Background: an optimization exercise with open tools, aiming at small area and a short achievable clock period. Do not read the settings as production practice.
Where RTL was checked, it was by simulation tests only, not by an equivalence proof against the original.
The clock port is modelled as an ideal driver; clocking choices that lean on that would not hold on a real chip.
Power and IR drop assume default switching activity.

## run 1
==> module bus_slave, before the edit <==
module bus_slave (
    input  logic CLK,
    input  logic RSTN,
    input  logic B_UTIL,
    input  logic B_RW,
    input  logic B_BUS_IN,
    output logic S_ACK,
    output logic S_BUS_OUT,
    output logic S_BSY
);
    logic       s_addr, s_aack, s_wdata, s_wack, s_rdata;
    logic [3:0] cnt;
    logic [7:0] addr;        
    logic       ok;          
    logic       rw;
    logic [7:0] wd;          
    logic [7:0] rd;          
    wire idle = !(s_addr || s_aack || s_wdata || s_wack || s_rdata);
    wire last = (s_addr && (cnt == 4'd15)) ||
                ((s_aack || s_wack) && (cnt[1:0] == 2'd3)) ||
                ((s_wdata || s_rdata) && (cnt[2:0] == 3'd7));
    wire e8     = (cnt == 4'd8);
    wire e12    = (cnt == 4'd12);
    wire ok_d   = s_addr ? ((ok || e8) && (B_BUS_IN ^ !e12)) : ok;
    wire aack_d = (B_UTIL && s_addr && last) || (s_aack && !last);
    wire wdata_d = (s_aack && last && ok && rw) || (B_UTIL && s_wdata && !last);
    wire wack_d = (B_UTIL && s_wdata && last) || (s_wack && !last);
    wire rdata_d = (s_aack && last && ok && !rw) || (s_rdata && !(B_UTIL && last));
    wire addr_d = B_UTIL && (idle || (s_addr && !last));
    wire inc    = (!last && (s_aack || s_wack)) ||
                  (B_UTIL && (idle || (!last && (s_addr || s_wdata || s_rdata))));
    wire stay_hi = !((s_aack && last && !ok) || (s_wack && last) || (s_rdata && last));
    wire stay_lo = (s_aack && !(last && !ok)) || (s_wack && !last) || s_rdata;
    wire bsy_d  = B_UTIL ? stay_hi : stay_lo;
    wire ack_d  = (s_wack && !last) || (s_aack && !last && ok) ||
                  (B_UTIL && ((s_wdata && last) || (s_addr && last && ok && !B_BUS_IN)));
    wire mem_we = s_wack && (cnt[1:0] == 2'd0);
    always_ff @(posedge CLK or negedge RSTN) begin
        if (!RSTN) begin
            s_addr    <= 1'b0;
            s_aack    <= 1'b0;
            s_wdata   <= 1'b0;
            s_wack    <= 1'b0;
            s_rdata   <= 1'b0;
            cnt       <= '0;
            S_BSY     <= 1'b0;
            S_ACK     <= 1'b0;
            S_BUS_OUT <= 1'b0;
        end else begin
            s_addr    <= addr_d;
            s_aack    <= aack_d;
            s_wdata   <= wdata_d;
            s_wack    <= wack_d;
            s_rdata   <= rdata_d;
            cnt       <= inc ? cnt + 4'd1 : 4'd0;
            S_BSY     <= bsy_d;
            S_ACK     <= ack_d;
            S_BUS_OUT <= s_rdata && B_UTIL && rd[cnt[2:0]];
        end
    end
    logic [2047:0] ring;     
    logic [7:0]    ph;       
    logic [7:0]    rp;       
    logic [5:0]    rlo6;     
    logic [3:0]    rhi4;
    logic [7:0]    wq;       
    logic          wpend;    
    logic [7:0]    rlo;      
    logic [3:0]    rhi;      
    logic          rcap;     
    logic          rhit;     
    logic [15:0]   wen;      
    logic          wins;     
    logic [7:0]    tq;
    logic          rcap_q, rhit_q;
    wire rwin_n = (s_addr && (cnt >= 4'd10)) || (s_aack && !cnt[1]);
    wire       wpend_n = mem_we || (wpend && !wins);
    wire [7:0] rp_n    = {rhi4 + 4'(rlo6[5:4]), rlo6[3:0]};    
    logic [7:0] tap;
    logic [7:0] grp [4];
    always_comb begin
        tap = '0;
        for (int h = 0; h < 4; h++) begin
            grp[h] = '0;
            for (int l = 0; l < 8; l++)
                grp[h] = grp[h] | ({8{rlo[l]}} & ring[64*(8*h + l) +: 8]);
            tap = tap | ({8{rhi[h]}} & grp[h]);
        end
    end
    always_ff @(posedge CLK) begin
        if (idle || (s_addr && !cnt[3])) addr <= {B_BUS_IN, addr[7:1]};
        ok <= ok_d;
        if (s_addr) rw <= B_RW;
        if (s_wdata) wd <= {B_BUS_IN, wd[7:1]};
        ph    <= ph + 8'd1;
        rlo6  <= 6'(addr[3:0]) + 6'(ph[3:0]) + 6'd3;
        rhi4  <= addr[7:4] + ph[7:4];
        rp    <= rp_n;
        wq    <= mem_we ? rp_n : wq + 8'd1;
        wpend <= wpend_n;
        rcap  <= rwin_n && (rp[2:0] == 3'd0);
        for (int i = 0; i < 8; i++) rlo[i] <= (rp[5:3] == 3'(i));
        for (int i = 0; i < 4; i++) rhi[i] <= (rp[7:6] == 2'(i));
        rhit  <= wpend && !wins && (rp == wq);
        for (int j = 0; j < 16; j++)
            wen[j] <= mem_we ? (rp == 8'(16 * j)) : (wpend && !wins && (wq == 8'(16 * j)));
        wins  <= mem_we ? (rp[3:0] == 4'd0) : (wpend && !wins && (wq[3:0] == 4'd0));
        tq     <= tap;
        rcap_q <= rcap;
        rhit_q <= rhit;
        if (rcap_q) rd <= rhit_q ? wd : tq;
    end
    always_ff @(posedge CLK) begin
        for (int s = 0; s < 256; s++) begin
            if ((s % 16 == 1) && wen[s / 16])
                ring[8*s +: 8] <= wd;
            else
                ring[8*s +: 8] <= ring[8*((s + 255) % 256) +: 8];
        end
    end
endmodule
export LEC_CHECK = 0
export CAP_MARGIN = 20
export CORE_MARGIN = 2
export CORE_UTILIZATION = 70
export SETUP_SLACK_MARGIN = 2.4
export SLEW_MARGIN = 20
create_clock -name core_clock -period 4.0 [get_ports {CLK}]
standard.sh (not shown) runs the stock make flow with config.mk's settings and CLKGATE_MAP_FILE= SYNTH_SCRIPT=/design/flow/synth_recipe.tcl, a recipe that flattens the netlist after the stock synthesis.
==> flow/flow/run.sh <==
#!/bin/bash
# The standard layout with a faster clock tree: clock tree synthesis builds
# clkbuf_8 leaf buffers as usual, then flow/post_cts.tcl turns its root and its
# first tree level into inverters (four root inverters fed by the clock port)
# and runs the post-CTS timing repair on that final tree.
set -euo pipefail
here=$(pwd)
export CTS_ARGS="-sink_clustering_enable -repair_clock_nets -sink_clustering_size 16 -sink_clustering_max_diameter 60 -buf_list {sky130_fd_sc_hd__clkbuf_8 sky130_fd_sc_hd__clkbuf_16} -root_buf sky130_fd_sc_hd__clkbuf_16 -tree_buf sky130_fd_sc_hd__clkbuf_16 -sink_clustering_buffer sky130_fd_sc_hd__clkbuf_8"
export POST_CTS_TCL="$here/flow/post_cts.tcl"
export SKIP_CTS_REPAIR_TIMING=1
bash standard.sh > "$here/standard_flow.log" 2>&1
Other scripts of this flow, unchanged in this note and not shown: flow/flow/post_cts.tcl
Run 1 has completed all stages; timing, DRC and antenna checks passed.
The inputs of run 2 differ from those of run 1 as listed below.
-- flow/design.v --
<<< run 1, line 66
    logic [7:0]    wq;       
    logic          wpend;    
    logic [7:0]    rlo;      
    logic [3:0]    rhi;      
    logic          rcap;     
    logic          rhit;     
>>> run 2, line 66
    logic [7:0]    wq;       
    logic          wpend;    
    logic [3:0]    rlo;      
    logic [7:0]    rhi;      
    logic          rcap;     
    logic          rhit;     
<<< run 1, line 78
    wire [7:0] rp_n    = {rhi4 + 4'(rlo6[5:4]), rlo6[3:0]};    
    logic [7:0] tap;
    logic [7:0] grp [4];
    always_comb begin
        tap = '0;
        for (int h = 0; h < 4; h++) begin
            grp[h] = '0;
            for (int l = 0; l < 8; l++)
                grp[h] = grp[h] | ({8{rlo[l]}} & ring[64*(8*h + l) +: 8]);
            tap = tap | ({8{rhi[h]}} & grp[h]);
        end
    end
    always_ff @(posedge CLK) begin
>>> run 2, line 78
    wire [7:0] rp_n    = {rhi4 + 4'(rlo6[5:4]), rlo6[3:0]};    
    logic [7:0] tap;
    always_comb begin
        tap = '0;
        for (int m = 0; m < 32; m++)
            tap = tap | ({8{rhi[m / 4] & rlo[m % 4]}} & ring[64*m +: 8]);
    end
    always_ff @(posedge CLK) begin
<<< run 1, line 100
        wpend <= wpend_n;
        rcap  <= rwin_n && (rp[2:0] == 3'd0);
        for (int i = 0; i < 8; i++) rlo[i] <= (rp[5:3] == 3'(i));
        for (int i = 0; i < 4; i++) rhi[i] <= (rp[7:6] == 2'(i));
        rhit  <= wpend && !wins && (rp == wq);
        for (int j = 0; j < 16; j++)
>>> run 2, line 95
        wpend <= wpend_n;
        rcap  <= rwin_n && (rp[2:0] == 3'd0);
        for (int i = 0; i < 4; i++) rlo[i] <= (rp[4:3] == 2'(i));
        for (int i = 0; i < 8; i++) rhi[i] <= (rp[7:5] == 3'(i));
        rhit  <= wpend && !wins && (rp == wq);
        for (int j = 0; j < 16; j++)
[summary]
Per the comparison of run 2 with run 1, worst setup slack rose by 10 ps, netlist area before placement saw an increase, tap cell count +about 5.6%, xor and xnor area share after synthesis flat, maximum clock skew at final layout flat. Comparing run 2 and run 1, final area is lower on run 1. The via count reported for run 2 is higher than the one for run 1. Post-synthesis compound-gate area fraction for run 2: 0.21 points up relative to run 1. Share of the cycle needed by the critical path after routing was lower in run 2 than in run 1. Having completed the whole flow, run 2 delivered a layout that passed the timing, design-rule and antenna checks. Total number of sequential cells: run 1 vs run 2 identical.


harbor:
The RTL this note starts from:
==> flow/design.v <==
module bus_slave (
    input  logic CLK,
    input  logic RSTN,
    input  logic B_UTIL,
    input  logic B_RW,
    input  logic B_BUS_IN,
    output logic S_ACK,
    output logic S_BUS_OUT,
    output logic S_BSY
);
    logic       s_addr, s_aack, s_wdata, s_wack, s_rdata;
    logic [3:0] cnt;
    logic       b_q;         
    logic       ok;          
    logic       rw;
    logic [7:0] wd;          
    logic [7:0] rd;          
    wire idle = !(s_addr || s_aack || s_wdata || s_wack || s_rdata);
    wire last = (s_addr && (cnt == 4'd15)) ||
                ((s_aack || s_wack) && (cnt[1:0] == 2'd3)) ||
                ((s_wdata || s_rdata) && (cnt[2:0] == 3'd7));
    wire e8     = (cnt == 4'd8);
    wire e12    = (cnt == 4'd12);
    wire ok_d   = s_addr ? ((ok || e8) && (B_BUS_IN ^ !e12)) : ok;
    wire aack_d = (B_UTIL && s_addr && last) || (s_aack && !last);
    wire wdata_d = (s_aack && last && ok && rw) || (B_UTIL && s_wdata && !last);
    wire wack_d = (B_UTIL && s_wdata && last) || (s_wack && !last);
    wire rdata_d = (s_aack && last && ok && !rw) || (s_rdata && !(B_UTIL && last));
    wire addr_d = B_UTIL && (idle || (s_addr && !last));
    wire inc    = (!last && (s_aack || s_wack)) ||
                  (B_UTIL && (idle || (!last && (s_addr || s_wdata || s_rdata))));
    wire stay_hi = !((s_aack && last && !ok) || (s_wack && last) || (s_rdata && last));
    wire stay_lo = (s_aack && !(last && !ok)) || (s_wack && !last) || s_rdata;
    wire bsy_d  = B_UTIL ? stay_hi : stay_lo;
    wire ack_d  = (s_wack && !last) || (s_aack && !last && ok) ||
                  (B_UTIL && ((s_wdata && last) || (s_addr && last && ok && !B_BUS_IN)));
    wire mem_we = s_wack && (cnt[1:0] == 2'd0);
    always_ff @(posedge CLK or negedge RSTN) begin
        if (!RSTN) begin
            s_addr    <= 1'b0;
            s_aack    <= 1'b0;
            s_wdata   <= 1'b0;
            s_wack    <= 1'b0;
            s_rdata   <= 1'b0;
            cnt       <= '0;
            S_BSY     <= 1'b0;
            S_ACK     <= 1'b0;
            S_BUS_OUT <= 1'b0;
        end else begin
            s_addr    <= addr_d;
            s_aack    <= aack_d;
            s_wdata   <= wdata_d;
            s_wack    <= wack_d;
            s_rdata   <= rdata_d;
            cnt       <= inc ? cnt + 4'd1 : 4'd0;
            S_BSY     <= bsy_d;
            S_ACK     <= ack_d;
            S_BUS_OUT <= s_rdata && B_UTIL && rd[cnt[2:0]];
        end
    end
    function automatic logic [7:0] add1hot(input logic [7:0] x, input logic [7:0] o);
        logic [7:0] y;
        logic       c, t;
        for (int i = 0; i < 8; i++) begin
            c = 1'b0;
            for (int j = 0; j < i; j++) begin
                t = o[j];
                for (int k = j; k < i; k++) t = t & x[k];
                c = c | t;
            end
            y[i] = x[i] ^ o[i] ^ c;
        end
        add1hot = y;
    endfunction
    logic [2047:0] ring;     
    logic [7:0]    ph;       
    logic [7:0]    rp;       
    logic [7:0]    wq;       
    logic          wpend;    
    logic [3:0]    rlo;      
    logic [7:0]    rhi;      
    logic          rcap;     
    logic          rhit;     
    logic [15:0]   wen;      
    logic          wins;     
    logic [7:0]    tq;
    logic          rcap_q, rhit_q;
    wire rwin_n = (s_addr && (cnt >= 4'd9)) || (s_aack && !cnt[1]);
    wire       wpend_n = mem_we || (wpend && !wins);
    logic [7:0] abit;        
    always_comb
        for (int k = 0; k < 8; k++) abit[k] = s_addr && b_q && (cnt == 4'(k + 1));
    wire [7:0] rp_n  = add1hot(rp, 8'd1);     
    wire [7:0] rp_d  = idle ? add1hot(ph, 8'd2) : add1hot(rp_n, abit);
    logic [7:0] tap;
    always_comb begin
        tap = '0;
        for (int m = 0; m < 32; m++)
            tap = tap | ({8{rhi[m / 4] & rlo[m % 4]}} & ring[64*m +: 8]);
    end
    always_ff @(posedge CLK) begin
        b_q <= B_BUS_IN;
        ok <= ok_d;
        if (s_addr) rw <= B_RW;
        if (s_wdata) wd <= {B_BUS_IN, wd[7:1]};
        ph    <= add1hot(ph, 8'd1);
        rp    <= rp_d;
        wq    <= mem_we ? rp_n : add1hot(wq, 8'd1);
        wpend <= wpend_n;
        rcap  <= rwin_n && (rp[2:0] == 3'd0);
        for (int i = 0; i < 4; i++) rlo[i] <= (rp[4:3] == 2'(i));
        for (int i = 0; i < 8; i++) rhi[i] <= (rp[7:5] == 3'(i));
        rhit  <= wpend && !wins && (rp == wq);
        for (int j = 0; j < 16; j++)
            wen[j] <= mem_we ? (rp == 8'(16 * j)) : (wpend && !wins && (wq == 8'(16 * j)));
        wins  <= mem_we ? (rp[3:0] == 4'd0) : (wpend && !wins && (wq[3:0] == 4'd0));
        tq     <= tap;
        rcap_q <= rcap;
        rhit_q <= rhit;
        if (rcap_q) rd <= rhit_q ? wd : tq;
    end
    always_ff @(posedge CLK) begin
        for (int s = 0; s < 256; s++) begin
            if ((s % 16 == 1) && wen[s / 16])
                ring[8*s +: 8] <= wd;
            else
                ring[8*s +: 8] <= ring[8*((s + 255) % 256) +: 8];
        end
    end
endmodule
clock: 4.0 ns
lec_check: 0
cap_margin: 20
core_margin: 2
core_utilization: 75
setup_slack_margin: 2.4
slew_margin: 20
==> flow/flow/run.sh <==
#!/bin/bash
# The standard layout with a faster clock tree: clock tree synthesis builds
# clkbuf_8 leaf buffers as usual, then flow/post_cts.tcl turns its root and its
# first tree level into inverters (four root inverters fed by the clock port).
set -euo pipefail
here=$(pwd)
export CTS_ARGS="-sink_clustering_enable -repair_clock_nets -sink_clustering_size 16 -sink_clustering_max_diameter 60 -buf_list {sky130_fd_sc_hd__clkbuf_8 sky130_fd_sc_hd__clkbuf_16} -root_buf sky130_fd_sc_hd__clkbuf_16 -tree_buf sky130_fd_sc_hd__clkbuf_16 -sink_clustering_buffer sky130_fd_sc_hd__clkbuf_8"
export POST_CTS_TCL="$here/flow/post_cts.tcl"
bash standard.sh > "$here/standard_flow.log" 2>&1
Other scripts of this flow, unchanged in this note and not shown: flow/flow/post_cts.tcl
## Diff of input files: lagoon against harbor
--- a/flow/design.v
+++ b/flow/design.v
@@ -11,5 +11,5 @@
     logic       s_addr, s_aack, s_wdata, s_wack, s_rdata;
     logic [3:0] cnt;
-    logic       b_q;         
+    logic [7:0] addr;        
     logic       ok;          
     logic       rw;
@@ -59,21 +59,9 @@
         end
     end
-    function automatic logic [7:0] add1hot(input logic [7:0] x, input logic [7:0] o);
-        logic [7:0] y;
-        logic       c, t;
-        for (int i = 0; i < 8; i++) begin
-            c = 1'b0;
-            for (int j = 0; j < i; j++) begin
-                t = o[j];
-                for (int k = j; k < i; k++) t = t & x[k];
-                c = c | t;
-            end
-            y[i] = x[i] ^ o[i] ^ c;
-        end
-        add1hot = y;
-    endfunction
     logic [2047:0] ring;     
     logic [7:0]    ph;       
     logic [7:0]    rp;       
+    logic [5:0]    rlo6;     
+    logic [3:0]    rhi4;
     logic [7:0]    wq;       
     logic          wpend;    
@@ -86,11 +74,7 @@
     logic [7:0]    tq;
     logic          rcap_q, rhit_q;
-    wire rwin_n = (s_addr && (cnt >= 4'd9)) || (s_aack && !cnt[1]);
+    wire rwin_n = (s_addr && (cnt >= 4'd10)) || (s_aack && !cnt[1]);
     wire       wpend_n = mem_we || (wpend && !wins);
-    logic [7:0] abit;        
-    always_comb
-        for (int k = 0; k < 8; k++) abit[k] = s_addr && b_q && (cnt == 4'(k + 1));
-    wire [7:0] rp_n  = add1hot(rp, 8'd1);     
-    wire [7:0] rp_d  = idle ? add1hot(ph, 8'd2) : add1hot(rp_n, abit);
+    wire [7:0] rp_n    = {rhi4 + 4'(rlo6[5:4]), rlo6[3:0]};    
     logic [7:0] tap;
     always_comb begin
@@ -100,11 +84,13 @@
     end
     always_ff @(posedge CLK) begin
-        b_q <= B_BUS_IN;
+        if (idle || (s_addr && !cnt[3])) addr <= {B_BUS_IN, addr[7:1]};
         ok <= ok_d;
         if (s_addr) rw <= B_RW;
         if (s_wdata) wd <= {B_BUS_IN, wd[7:1]};
-        ph    <= add1hot(ph, 8'd1);
-        rp    <= rp_d;
-        wq    <= mem_we ? rp_n : add1hot(wq, 8'd1);
+        ph    <= ph + 8'd1;
+        rlo6  <= 6'(addr[3:0]) + 6'(ph[3:0]) + 6'd3;
+        rhi4  <= addr[7:4] + ph[7:4];
+        rp    <= rp_n;
+        wq    <= mem_we ? rp_n : wq + 8'd1;
         wpend <= wpend_n;
         rcap  <= rwin_n && (rp[2:0] == 3'd0);
Average cell area after synthesis across harbor and lagoon: no real change.
Comparing lagoon against harbor, there is no change at all in setup TNS after final layout.
lagoon — flip-flop and latch share of the layout cell area 1.9 points higher, harbor as reference
Fmax: lagoon above harbor
lagoon vs. harbor: number of global-route vias before repair fell about 3.3%, worst-case vdd ir drop lost 0.0092 mV.
From harbor to lagoon the numbers moved as follows: setup slack has increased, first-iteration DRC count has decreased, routed wire length has decreased, core utilization has decreased.
No functional check of the RTL was part of harbor.

[re-timing with driven ports]
In the flow no input, the clock included, has a driving cell. The finished layouts below were timed again as built, in two steps.
Step 1 assumes that a clkbuf_16 drives the clock port and a buf_2 every other input.
Step 2, shift: input delay + t, output delay - t, t = (earliest + latest rising clock arrival at the registers) / 2. This alone moves slack from input paths to output paths.
Slacks: ideal / step 1 / step 2; pairs: ideal / step 1.
| run | shift t [ns] | setup slack, ns | latest minus earliest clock arrival (ns) | cell pins on the clock port's net |
|---|---|---|---|---|
| run 1 | 0.577 | 2.312 / 2.087 / 2.234 | 0.033 / 0.036 | 4 |
| run 2 | 0.570 | 2.322 / 2.095 / 2.249 | 0.030 / 0.031 | 4 |
| harbor | 0.568 | 1.798 / 1.797 / 1.797 | 0.040 / 0.042 | 4 |
| lagoon | 0.579 | 2.309 / 2.081 / 2.246 | 0.046 / 0.050 | 4 |
After both steps every run listed still meets setup and hold. For run 1, which loses most, drivers alone change the setup slack by -0.225 ns; drivers and shift together by -0.078 ns.
